What follows belongs to an exercise in optimizing a design on an open flow for small area, a short achievable clock period and few clock cycles per item; a production flow would make more cautious choices. No functional check of the RTL was part of any run shown here. Power and IR drop assume default switching activity.

## flow/config.mk

```make
export PLATFORM = sky130hd
export DESIGN_NAME = cycling_speed_cadence_packet_top
export DESIGN_NICKNAME = cycling_speed_cadence_packet_top
export VERILOG_FILES = /design/flow/design.v
export SDC_FILE = /design/flow/constraint.sdc
export NUM_CORES = 4
export LEC_CHECK = 0
export CAP_MARGIN = 20
export CORE_MARGIN = 2
export CORE_UTILIZATION = 40
export SLEW_MARGIN = 20
```

## flow/constraint.sdc

```tcl
create_clock -name core_clock -period 10.0 [get_ports {i_clk}]
set_input_delay 2.0000 -clock core_clock [delete_from_list [all_inputs] [get_ports {i_clk}]]
set_output_delay 2.0000 -clock core_clock [all_outputs]
set_load 0.01 [all_outputs]
```

## flow/design.v

```verilog
`timescale 1ns / 1ps
`default_nettype none
package cscp_pkg;
    localparam logic [11:0] CIRC_RESET = 12'd2170;
    localparam logic [15:0] CAD_SCALE  = 16'd60000;
endpackage
`default_nettype wire
`timescale 1ns / 1ps
`default_nettype none
import cscp_pkg::*;
module cscp_bk_add #(parameter int W = 32) (
    input  wire  [W-1:0] a,
    input  wire  [W-1:0] b,
    input  wire          ci,
    output logic [W-1:0] s,
    output logic         co
);
    localparam int L = (W <= 1) ? 1 : $clog2(W);
    logic [W-1:0] g [0:2*L];
    logic [W-1:0] p [0:2*L];
    logic [W-1:0] p0;
    assign p0 = a ^ b;
    always_comb begin
        g[0] = a & b;
        p[0] = p0;
        g[0][0] = (a[0] & b[0]) | (p0[0] & ci);
        p[0][0] = 1'b0;
        for (int l = 0; l < L; l++) begin
            g[l+1] = g[l];
            p[l+1] = p[l];
            for (int i = 0; i < W; i++) begin
                if ((i % (2 << l)) == ((2 << l) - 1)) begin
                    g[l+1][i] = g[l][i] | (p[l][i] & g[l][i - (1 << l)]);
                    p[l+1][i] = p[l][i] & p[l][i - (1 << l)];
                end
            end
        end
        for (int l = L; l < 2*L; l++) begin
            g[l+1] = g[l];
            p[l+1] = p[l];
            for (int i = 0; i < W; i++) begin
                if (i >= (3 << (2*L-1-l)) - 1 && ((i + 1 - (3 << (2*L-1-l)) + 3 * 0) % (2 << (2*L-1-l))) == 0) begin
                    g[l+1][i] = g[l][i] | (p[l][i] & g[l][i - (1 << (2*L-1-l))]);
                    p[l+1][i] = p[l][i] & p[l][i - (1 << (2*L-1-l))];
                end
            end
        end
    end
    assign s  = p0 ^ {g[2*L][W-2:0], ci};
    assign co = g[2*L][W-1];
endmodule
module cycling_speed_cadence_packet_top (
    input  wire                                  i_clk,
    input  wire                                  i_rst_n,
    input  wire                                  i_in_valid,
    output logic                                 o_in_stall,
    input  wire  [7:0]                           i_data_byte,
    input  wire                                  i_last_byte,
    input  wire  [31:0]                          i_now_ms,
    output logic                                 o_out_valid,
    input  wire                                  i_out_stall,
    output logic [7:0]                           o_speed_kmh,
    output logic [15:0]                          o_cadence_rpm,
    output logic                                 o_zero_interval,
    input  wire                                  psel,
    input  wire                                  penable,
    input  wire                                  pwrite,
    input  wire  [2:0]                           paddr,
    input  wire  [31:0]                          pwdata,
    output logic [31:0]                          prdata,
    output logic                                 pready
);
    logic [11:0] r_circ;
    logic [3:0]  r_cnt;
    logic [1:0]  r_flags;
    logic [31:0] r_wheel;
    logic [15:0] r_crank;
    logic [31:0] r_prev_wheel;
    logic [15:0] r_prev_crank;
    logic [31:0] r_prev_time;
    logic [31:0] r_dt;           
    logic [43:0] r_sp;           
    logic        r_sp_hi;        
    logic [49:0] r_cd;           
    logic        r_fast;         
    logic        r_mul;          
    logic        r_acc;          
    logic [4:0]  r_bidx;         
    logic        r_bw, r_bc;     
    logic        r_chk;          
    logic [3:0]  r_sdiv;         
    logic [4:0]  r_cdiv;         
    logic        r_busy;         
    logic        r_pend;         
    logic        r_zero;         
    logic        r_out_valid;
    logic        in_acc, commit, out_free, start, start_fast;
    logic [3:0]  cs;
    logic [31:0] dw;
    logic [15:0] dc;
    logic [16:0] k_circ;
    logic [3:0]  nib_w, nib_c;
    logic [20:0] x_w;
    logic [19:0] x_c;
    assign pready = 1'b1;
    assign prdata = {20'd0, r_circ & {12{~paddr[2]}}};
    assign o_in_stall = r_mul || r_acc || r_pend || ((r_cnt == 4'd10) && r_busy);
    assign in_acc     = i_in_valid && !o_in_stall;
    assign commit     = in_acc && i_last_byte && (r_cnt == 4'd10);
    assign out_free   = !(r_out_valid && i_out_stall);
    assign start      = (commit || r_pend) && out_free;
    assign start_fast = start && r_fast;
    always_ff @(posedge i_clk) begin
        if (!i_rst_n) begin
            r_circ <= CIRC_RESET;
        end else if (psel && penable && pwrite && !paddr[2]) begin
            r_circ <= pwdata[11:0];
        end
    end
    assign cs = r_flags[0] ? 4'd7 : 4'd1;
    always_ff @(posedge i_clk) begin
        if (!i_rst_n) begin
            r_cnt <= 4'd0;
        end else if (in_acc) begin
            if (i_last_byte)              r_cnt <= 4'd0;
            else if (r_cnt != 4'd15)      r_cnt <= r_cnt + 4'd1;
        end
    end
    always_ff @(posedge i_clk) begin
        if (in_acc) begin
            if (r_cnt == 4'd0) begin
                r_flags <= i_data_byte[1:0];
                r_wheel <= '0;
                r_crank <= '0;
            end else begin
                if (r_flags[0] && r_cnt == 4'd1) r_wheel[7:0]   <= i_data_byte;
                if (r_flags[0] && r_cnt == 4'd2) r_wheel[15:8]  <= i_data_byte;
                if (r_flags[0] && r_cnt == 4'd3) r_wheel[23:16] <= i_data_byte;
                if (r_flags[0] && r_cnt == 4'd4) r_wheel[31:24] <= i_data_byte;
                if (r_flags[1] && r_cnt == cs)          r_crank[7:0]  <= i_data_byte;
                if (r_flags[1] && r_cnt == cs + 4'd1)   r_crank[15:8] <= i_data_byte;
            end
        end
    end
    cscp_bk_add #(32) u_dw (.a(r_wheel), .b(~r_prev_wheel), .ci(1'b1), .s(dw), .co());
    cscp_bk_add #(16) u_dc (.a(r_crank), .b(~r_prev_crank), .ci(1'b1), .s(dc), .co());
    assign k_circ = {r_circ, 4'd0} + {4'd0, r_circ, 1'b0};
    assign nib_w  = r_wheel[3:0] - r_prev_wheel[3:0];
    assign nib_c  = r_crank[3:0] - r_prev_crank[3:0];
    assign x_w    = 21'(nib_w) * 21'(k_circ);
    assign x_c    = 20'(nib_c) * 20'(CAD_SCALE);
    always_ff @(posedge i_clk) begin
        r_fast <= (dw[31:4] == 28'd0) && (dc[15:4] == 12'd0);
    end
    always_ff @(posedge i_clk) begin
        if (!i_rst_n) begin
            r_mul <= 1'b0;
            r_acc <= 1'b0;
        end else begin
            if (start && !r_fast) begin
                r_mul <= 1'b1;
            end else if (r_mul && r_bidx == 5'd0) begin
                r_mul <= 1'b0;
            end
            r_acc <= r_mul;
        end
    end
    always_ff @(posedge i_clk) begin
        if (start)      r_bidx <= 5'd31;
        else if (r_mul) r_bidx <= r_bidx - 5'd1;
        r_bw <= dw[r_bidx];
        r_bc <= !r_bidx[4] && dc[r_bidx[3:0]];
    end
    logic cad_small;
    assign cad_small = (r_dt[31:10] != 22'd0) || (r_cd[27:18] < r_dt[9:0]);
    always_ff @(posedge i_clk) begin
        if (!i_rst_n) begin
            r_prev_wheel <= '0;
            r_prev_crank <= '0;
            r_prev_time  <= '0;
        end else begin
            if (start_fast || (r_acc && !r_mul))        r_prev_wheel <= r_wheel;
            if (r_chk || (r_acc && !r_mul))              r_prev_crank <= r_crank;
            if (commit)                                  r_prev_time  <= i_now_ms;
        end
    end
    logic [35:0] sr;
    logic [36:0] sd;
    logic        sge;
    logic [32:0] cr;
    logic [32:0] cdf;
    logic        cge;
    logic [36:0] sa, sb, sc, cs_s, cs_c;
    logic [44:0] sp_acc;
    logic [32:0] cd_acc;
    assign sr  = {r_sp[43:9], r_sp[8]};
    assign sa   = {1'b0, sr};
    assign sb   = ~{3'b0, r_dt, 2'b00};
    assign sc   = ~{5'b0, r_dt};
    assign cs_s = sa ^ sb ^ sc;
    assign cs_c = (sa & sb) | (sa & sc) | (sb & sc);
    logic sco;
    cscp_bk_add #(37) u_sd (.a(cs_s), .b({cs_c[35:0], 1'b1}), .ci(1'b1), .s(sd), .co(sco));
    assign sge = !sd[36];
    assign cr  = {r_cd[49:18], r_cd[17]};
    logic cco;
    cscp_bk_add #(33) u_cd (.a(cr), .b(~{1'b0, r_dt}), .ci(1'b1), .s(cdf), .co(cco));
    assign cge = cco;
    assign sp_acc = {r_sp, 1'b0} + {28'd0, k_circ & {17{r_bw}}};
    assign cd_acc = {r_cd[31:0], 1'b0} + {13'd0, CAD_SCALE & {16{r_bc}}};
    logic s_run, c_run, div_done;
    assign s_run    = (r_sdiv != 4'd0);
    assign c_run    = (r_cdiv != 5'd0);
    assign div_done = !r_chk && (r_sdiv <= 4'd1) && (r_cdiv <= 5'd1) && (s_run || c_run);
    always_ff @(posedge i_clk) begin
        if (!i_rst_n) begin
            r_chk       <= 1'b0;
            r_sdiv      <= 4'd0;
            r_cdiv      <= 5'd0;
            r_busy      <= 1'b0;
            r_pend      <= 1'b0;
            r_out_valid <= 1'b0;
        end else begin
            r_chk <= start_fast;
            if (commit)     r_busy <= 1'b1;
            if (commit && !out_free) r_pend <= 1'b1;
            else if (out_free)       r_pend <= 1'b0;
            if (start_fast) begin
                r_sdiv <= 4'd9;
                r_cdiv <= 5'd10;
            end else if (r_acc && !r_mul) begin
                r_sdiv <= 4'd9;
                r_cdiv <= 5'd18;
            end else begin
                if (s_run) r_sdiv <= r_sdiv - 4'd1;
                if (r_chk && !cad_small) r_cdiv <= 5'd18;
                else if (c_run)          r_cdiv <= r_cdiv - 5'd1;
            end
            if (div_done) begin
                r_busy      <= 1'b0;
                r_out_valid <= 1'b1;
            end else if (r_out_valid && !i_out_stall) begin
                r_out_valid <= 1'b0;
            end
        end
    end
    always_ff @(posedge i_clk) begin
        if (div_done) r_zero <= (r_dt == 32'd0);
    end
    always_ff @(posedge i_clk) begin
        if (commit) r_dt <= i_now_ms - r_prev_time;
        if (start) begin
            r_sp    <= r_fast ? 44'(x_w) : 44'd0;
            r_sp_hi <= 1'b0;
        end else if (r_acc) begin
            r_sp    <= sp_acc[43:0];
            r_sp_hi <= r_sp_hi || sp_acc[44];
        end else if (s_run) begin
            r_sp    <= {sge ? sd[34:0] : sr[34:0], r_sp[7:0], sge};
        end
        if (start) begin
            r_cd <= r_fast ? {22'd0, x_c, 8'd0} : 50'd0;
        end else if (r_acc) begin
            r_cd <= {18'd0, cd_acc[31:0]};
        end else if (r_chk && !cad_small) begin
            r_cd <= {30'd0, x_c};
        end else if (c_run) begin
            r_cd <= {cge ? cdf[31:0] : cr[31:0], r_cd[16:0], cge};
        end
    end
    assign o_out_valid     = r_out_valid;
    assign o_speed_kmh     = (r_sp_hi || r_sp[8]) ? 8'hFF : r_sp[7:0];
    assign o_cadence_rpm   = (r_cd[17] || r_cd[16]) ? 16'hFFFF : r_cd[15:0];
    assign o_zero_interval = r_zero;
endmodule
`default_nettype wire
```

## flow/run.sh

```bash
#!/bin/bash
# synth_recipe.tcl (not shown) runs the flow's synth.tcl, then flattens the netlist and writes it again
# the make line also repeats each setting of config.mk as NAME=value (left out here)
make -C /OpenROAD-flow-scripts/flow DESIGN_CONFIG=/design/flow/config.mk WORK_HOME=/design/flow/orfs CLKGATE_MAP_FILE= SYNTH_SCRIPT=/design/flow/synth_recipe.tcl finish
```

==> flow_metrics.tcl, run 1 <==
set metrics [dict create \
    outcome "finished clean" \
    antenna_cells 0 \
    overflow 0 \
    wl_met1_mm 31.7 \
    initial_core_util 0.403 \
    post-route-period-util 0.609 \
    hold_class "register to register" \
    final_cells 3866 \
    synth-async-reset-ratio 0 \
    cap_violations 0 \
    p_per_area_nw_per_um2 250 \
    std_cell_rows 93 \
    grt_setup_unrepaired "no" \
    route.met2.wl_mm 33.5 \
    place_inst 3792 \
    worstPathArrival_ps 6390 \
    vias 21510 \
    power_leakage_nw 11.8 \
    post-route-util 0.453 \
    ios 143 \
    ys_warn_count 13 \
    multi_input_comb_area_sq_um 16600 \
    finalNetCount 3426 \
    core_sq_um 64200 \
    grtUsageTotal 0.210 \
    p_comb_frac 0.494 \
    syn_to_final_growth_pct 12.3 \
    fillCellCount 6201 \
    die_y_um 258 \
    yosysSeqAreaShare 0.298 \
    postSynthCellCount 2914 \
    clock.fmax_mhz 164 \
    cts-root-buf "clkbuf_16" \
    finalHoldViolations 0 \
    synth_seq_cells 297 \
    end_kind "register" \
    cts_made_buffers 40 \
    grt_max_degree 62 \
    viasPerCell 5.56 \
    antenna_found_initial 2 \
    crit_path_max_fanout 8 \
    dpl.hpwl_mm 53.0 \
    grt_pass1_wl_mm 113 \
    p_sw_mw 2.95 \
    drt-wirelength-per-cell_um 18.4 \
    first_pass_iters 5 \
    dieArea_sq_um 66700 \
    pwr-share-clk 0.212 \
    io_buffers 99 \
    wl_met3_mm 3.96 \
    drv_slew 0 \
    cp.required_ps 10300 \
    fp.dieW_um 258 \
    swShare 0.405 \
    avgSynthCellArea_sq_um 8.88 \
    layout_min_cycle_time_ps 6090 \
    final-setup-viol-count 0 \
    h-tree-depth 2 \
    worstMarginPinSlew_ps 1110 \
    criticalPathCategory "register to register" \
    setup-tns-final_ps 0 \
    clock_latency_ps 580 \
    ant_nets 0 \
    routed_wl_mm 71.3 \
    cts_resized 0 \
    finClkSkew_ps 39.1 \
    dr.first_iter.drc_count 1498 \
    maxSlewHeadroom 0.263 \
    synth_ff_type "edfxtp_1" \
    highest_layer "met4" \
    grt_pass1_vias 21358 \
    remaining_drc_errors 0 \
    register_area_sq_um 7720 \
    post_cts.repair.setup_buffers 0 \
    clk_pin_slew_ps 60 \
    pwr-share-seq 0.295 \
    place.gp.congestion 0.884 \
    syn_area_sq_um 25900 \
    synth-edff-count 177 \
    clock-sinks 297 \
    vdd_ir_drop_max_mv 0.163 \
    p_int_mw 4.32 \
    cts_tree "done" \
    yosysUniqueCellTypes 90 \
    ctsHoldBuffers 0 \
    setup.worst_path.start_class "register" \
    ctsLongestPathBuffers 3 \
    final_layout_size_suffix_gt1_frac 0.0482 \
]
==> cell type report <==
| cell class | count | share of cell area |
|---|---|---|
| timing repair buffer | 121 | 0.0398 |
| inverter | 297 | 0.0384 |
| clock buffer | 54 | 0.0397 |
| tap | 855 | 0.0368 |
| clock inverter | 20 | 0.00835 |
| sequential | 297 | 0.265 |
| multi-input combinational | 2222 | 0.572 |
==> cells by family (layout without fill, tap and decap cells) <==
kind of cell | after synthesis | count (layout) | synth area share
compound gates | 706 | 706 | 0.174
xor+xnor | 156 | 156 | 0.0528
fa+ha+maj | 364 | 364 | 0.211
buf+inv | 414 | 492 | 0.0642
flops | 297 | 297 | 0.298
mux | 78 | 78 | 0.0337
other cells | 2 | 21 | 0.000290
simple gates | 897 | 897 | 0.166
==> worst paths after layout <==
kind	from	end	slack, ps	cells after the start
hold / removal	r_prev_wheel[23]	r_prev_wheel[23]	450	2
setup / recovery	r_circ[0]	r_sp[20]	3910	23
setup reg to reg	r_circ[0]	r_sp[20]	3910	23
hold reg to reg	r_prev_wheel[23]	r_prev_wheel[23]	450	2
==> metrics by stage <==
| stage | setup slack, ps | power (mW) | hold slack (ps) | area (sq um) |
|---|---|---|---|---|
| 5_1_grt | 3390 | 7.82 | 474 | 29100 |
| 3_5_place_dp | 3950 | 5.72 | 444 | 27700 |
| 4_1_cts | 3980 | 7.29 | 452 | 29100 |
| 2_1_floorplan | 3910 | 4.73 | 432 | 25900 |
| 6_report | 3910 | 7.27 | 449 | 29100 |
| 3_3_place_gp | 4040 | 5.57 | 438 | 27700 |
==> routing by layer <==
metal  global-route usage  up-vias
met4               0.0694        0
met2                0.353      574
met1                0.280    10435
met5                    0        -
li1                     -    10381
met3               0.0280      120
==> cells in the final DEF, fill, tap and decap left out, types with 93 or more instances in the layout <==
| cell type | n |
|---|---|
| dfxtp_1 | 120 |
| ha_1 | 242 |
| fa_1 | 122 |
| o21ai_0 | 110 |
| clkdlybuf4s50_1 | 99 |
| xnor2_1 | 93 |
| edfxtp_1 | 177 |
| inv_1 | 295 |
| nor2_1 | 163 |
| a21oi_1 | 250 |
| nand2_1 | 360 |
==> critical path: stages (launching register included) <==
cell	delay, ps
dfxtp_1	480
ha_1	230
inv_1	50
fa_1	410
nor2b_1	120
o21ai_0	100
a21boi_0	310
o21ai_0	150
a21boi_0	350
o21a_1	180
o21a_1	210
nor3b_1	100
fa_1	530
inv_1	60
fa_1	520
inv_1	50
ha_1	330
a21oi_1	140
o21a_1	180
a21boi_0	120
a311o_1	380
a41oi_1	260
mux2i_1	410
o211ai_1	150
==> cells in the mapped netlist, types with 29 or more instances <==
cell type,number,area share
nor2b_1,31,0.0075
dfxtp_1,120,0.093
xor2_1,63,0.021
a211oi_1,39,0.011
xnor2_1,93,0.031
and2_1,58,0.014
inv_1,295,0.043
o21ai_0,111,0.021
edfxtp_1,177,0.21
nor2_1,165,0.024
nand3_1,55,0.011
fa_1,122,0.094
a21oi_1,251,0.049
nand2b_1,32,0.0077
ha_1,242,0.12
mux2i_1,59,0.023
clkbuf_1,75,0.011
nand4_1,29,0.0070
nand2_1,361,0.052
nor3_1,39,0.0075
a21o_1,68,0.020
or3_1,41,0.0099
==> power groups by stage <==
| stage | combinational (mW) | sequential, mW | clock (mW) |
|---|---|---|---|
| floorplan | 2.70 | 2.02 | 0 |
| global route | 4.01 | 2.19 | 1.61 |
| detailed placement | 3.56 | 2.16 | 0 |
| global placement | 3.43 | 2.15 | 0 |
| CTS | 3.58 | 2.14 | 1.57 |
| finish | 3.59 | 2.14 | 1.54 |
==> state kept, by name, summed over array words and instances, names as in the netlist, 2 cells and up <==
signal	flops
r_cdiv	5
r_sp	44
r_flags	2
r_bidx	5
r_cd	50
r_prev_time	32
r_crank	16
r_dt	32
r_circ	12
r_wheel	32
r_prev_crank	16
r_cnt	4
r_sdiv	4
r_prev_wheel	32
==> run 2, diff against run 1 <==
--- a/flow/config.mk
+++ b/flow/config.mk
@@ -8,4 +8,5 @@
 export CAP_MARGIN = 20
 export CORE_MARGIN = 2
 export CORE_UTILIZATION = 40
+export SETUP_SLACK_MARGIN = 5
 export SLEW_MARGIN = 20
==> flow_metrics.tcl, run 2 <==
set metrics [dict create \
    die_y_um 258 \
    r2r-start "r_wheel[0]" \
    routed_wl_mm 73.0 \
    clock-sinks 297 \
    drt-wirelength-per-cell_um 18.7 \
    antenna_cells 0 \
    grtUsageTotal 0.215 \
    timing.rr.end "r_sp[20]" \
    initial_core_util 0.403 \
    largest_reg_flops 50 \
    p_sw_mw 2.97 \
    finalHoldViolations 0 \
    synth_top_family_by_area "adder cells" \
    setup-tns-final_ps 0 \
    finClkSkew_ps 38.2 \
    io_buffers 99 \
    hold_end "r_prev_time[30]" \
    synthTopCellsByArea "edfxtp_1, ha_1, fa_1" \
    synth-edff-count 177 \
    ios 143 \
    yosysSeqAreaShare 0.298 \
    antenna_found_initial 0 \
    crit_path_max_fanout 3 \
    drv_slew 0 \
    p_comb_frac 0.505 \
    grt_pass1_wl_mm 116 \
    fillCellCount 6146 \
    synthAdderAreaFrac 0.211 \
    overflow 0 \
    cts_made_buffers 40 \
    synth_top_area_share 0.205 \
    final_cell_mix "nand2_1, inv_1, a21oi_1" \
    syn_to_final_growth_pct 15.1 \
    top_register "r_cd" \
    final_cells 3903 \
    p_int_mw 4.34 \
    muxShareOfSynthArea 0.0337 \
    first_pass_iters 6 \
    dr.first_iter.drc_count 1615 \
    final-setup-viol-count 0 \
    cts-root-buf "clkbuf_16" \
    std_cell_rows 93 \
    yosysUniqueCellTypes 90 \
    end_kind "register" \
    clock_latency_ps 590 \
    worstHoldPathCells 2 \
    core_sq_um 64200 \
    ctsLongestPathBuffers 3 \
    place.gp.congestion 0.906 \
    clk_pin_slew_ps 60 \
    swShare 0.407 \
    hold_class "register to register" \
    synth-async-reset-ratio 0 \
    viasPerCell 5.55 \
    h-tree-depth 2 \
    synth_seq_cells 297 \
    final_layout_size_suffix_gt1_frac 0.0856 \
    grt_setup_unrepaired "yes" \
    dpl.hpwl_mm 53.2 \
    hp-start "r_prev_time[30]" \
    reg2reg_depth 19 \
    vdd_ir_drop_max_mv 0.146 \
    ys_warn_count 13 \
    grt_max_degree 80 \
    synth_ff_type "edfxtp_1" \
    highest_layer "met4" \
    wl_met1_mm 31.4 \
    layout_min_cycle_time_ps 5140 \
    cp.required_ps 10290 \
    clock.fmax_mhz 194 \
    pwr-share-clk 0.203 \
    worstPathArrival_ps 5430 \
    dieArea_sq_um 66700 \
    outcome "finished clean" \
    worstMarginPinSlew_ps 1120 \
    syn_area_sq_um 25900 \
    synth-compound-area-share 0.174 \
    wl_met3_mm 4.40 \
    synth_common_cells "nand2_1, inv_1, a21oi_1, ha_1, edfxtp_1" \
    r2r_setup_slack_ps 4860 \
    yosysMostFrequentCell "nand2_1" \
    fp.dieW_um 258 \
    cts_tree "done" \
    setup.worst_path.start_class "register" \
    place_inst 3792 \
    final_common_cell "nand2_1" \
    synth-xor-area-share 0.0528 \
    power_leakage_nw 12.0 \
    grt_pass1_vias 21617 \
    finalNetCount 3463 \
    remaining_drc_errors 0 \
    p_per_area_nw_per_um2 245 \
    cap_violations 0 \
    postSynthCellCount 2914 \
    pwr-share-seq 0.292 \
    synth_simple_gate_area_share 0.166 \
    ctsHoldBuffers 0 \
    criticalPathCategory "register to register" \
    ant_nets 0 \
    avgSynthCellArea_sq_um 8.88 \
    post-route-period-util 0.514 \
    vias 21667 \
    reg_top3 "r_cd: 50 flops, r_sp: 44 flops" \
    maxSlewHeadroom 0.254 \
    yosysTopAreaCell "edfxtp_1" \
    route.met2.wl_mm 34.8 \
]
## run 2: changes by cell type in the layout (fill, tap and decap cells not counted), sizes merged
cell,change
clkbuf,-1
bufinv,-1
inv,-4
o21a,+1
buf,+37
clkdlybuf4s50,-1
clkinv,+6
## run 2: through the flow
stage	power [mW]	utilization	instance area [sq um]	hold slack, ps	setup WS [ps]
after floorplan	4.73	-	26000	432	5010
after global placement	5.57	0.431	27700	438	4130
after detailed placement	5.68	0.431	27700	443	4060
after CTS	7.27	0.459	29500	452	4820
after global routing	7.87	0.464	29800	467	4730
final	7.31	0.464	29800	449	4860
## run 2: cell type report
cell class,count,area (sq um),area share
well taps,855,1070,0.0359
repair buffers,157,1440,0.0485
clock inverters,21,234,0.00785
multi-input cells,2223,17100,0.573
inverters,297,1120,0.0375
flip-flops and latches,297,7730,0.259
clock buffers,53,1120,0.0377
## run 2: worst max-delay path, cell delays in order, from the launching register on
cell and delay [ps]:
edfxtp_1 380, inv_1 70, ha_2 160, inv_2 40, fa_2 360, fa_2 620, buf_6 130, nand2_2 50
fa_1 460, fa_1 540, inv_1 50, ha_1 260, a21o_1 190, a41oi_2 180, nand3_2 100, and3_4 200
a311o_1 340, a41oi_2 230, mux2i_2 350, o211ai_1 130
## run 2: layer usage
layer / vias to the layer above / global-route usage
met5: - / 0
met4: 0 / 0.0711
met3: 135 / 0.0319
met2: 677 / 0.369
met1: 10439 / 0.277
li1: 10416 / -
## run 2: what timing repair did
item	CTS	global route
pin swaps	29	40
buffers inserted	21	15
gates cloned	0	1
gates resized for setup	71	45
setup endpoints to repair	84	55
## run 2: worst max path at each step
| stage | start | slack (ps) | cells past startpoint | to |
|---|---|---|---|---|
| after detailed placement | i_last_byte | 4060 | 9 | r_cd[31] |
| after global routing | r_circ[0] | 4730 | 24 | r_sp[20] |
| final | r_wheel[0] | 4860 | 19 | r_sp[20] |
| after floorplan | r_circ[0] | 5010 | 23 | r_sp[20] |
| after global placement | i_last_byte | 4130 | 9 | r_cd[31] |
| after CTS | r_wheel[0] | 4820 | 19 | r_sp[19] |
## run 2: power by group through the flow
stage                     registers (mW)  clock network [mW]  logic [mW]
after global routing                2.18                1.56        4.13
after detailed placement            2.15                   0        3.53
after floorplan                     2.02                   0        2.71
final                               2.14                1.48        3.69
after CTS                           2.13                1.52        3.62
after global placement              2.14                   0        3.43
## run 2: cell families (layout without fill, tap and decap cells)
logic type	after synthesis	after routing
AND/OR/NAND/NOR	897	897
flip-flops	297	297
adder cells (fa/ha/maj)	364	364
multiplexers	78	78
other	2	21
AO/OA/AOI/OAI	706	707
buffers and inverters	414	528
XOR/XNOR	156	156

static timing again, ports no longer ideal:
In the flow no input, the clock included, has a driving cell. The finished layouts below were timed again as built, in two steps. Step 1 sets driving cells, clkbuf_16 on the clock port and buf_2 on the other inputs (assumed; they add their load-dependent delay and slew). Step 2 adds t to the input delays and takes it off the output delays; t is the mean of the earliest and latest rising clock arrival at the registers after step 1. Input paths then give back, and output paths get back, about the clock's delay inside the block. Three values: ideal ports, drivers, drivers and shift; two values: the first two.
| run | t, ns | slack for setup (ns) | clock arrival spread, ns |
|---|---|---|---|
| run 1 | 0.623 | 3.911 / 3.911 / 3.911 | 0.040 / 0.040 |
| run 2 | 0.633 | 4.858 / 4.858 / 4.576 | 0.039 / 0.039 |
After both steps setup and hold are still met in every run listed. The setup slack of run 2, which loses most, moves by 0.000 ns with the drivers and by -0.282 ns with both steps.
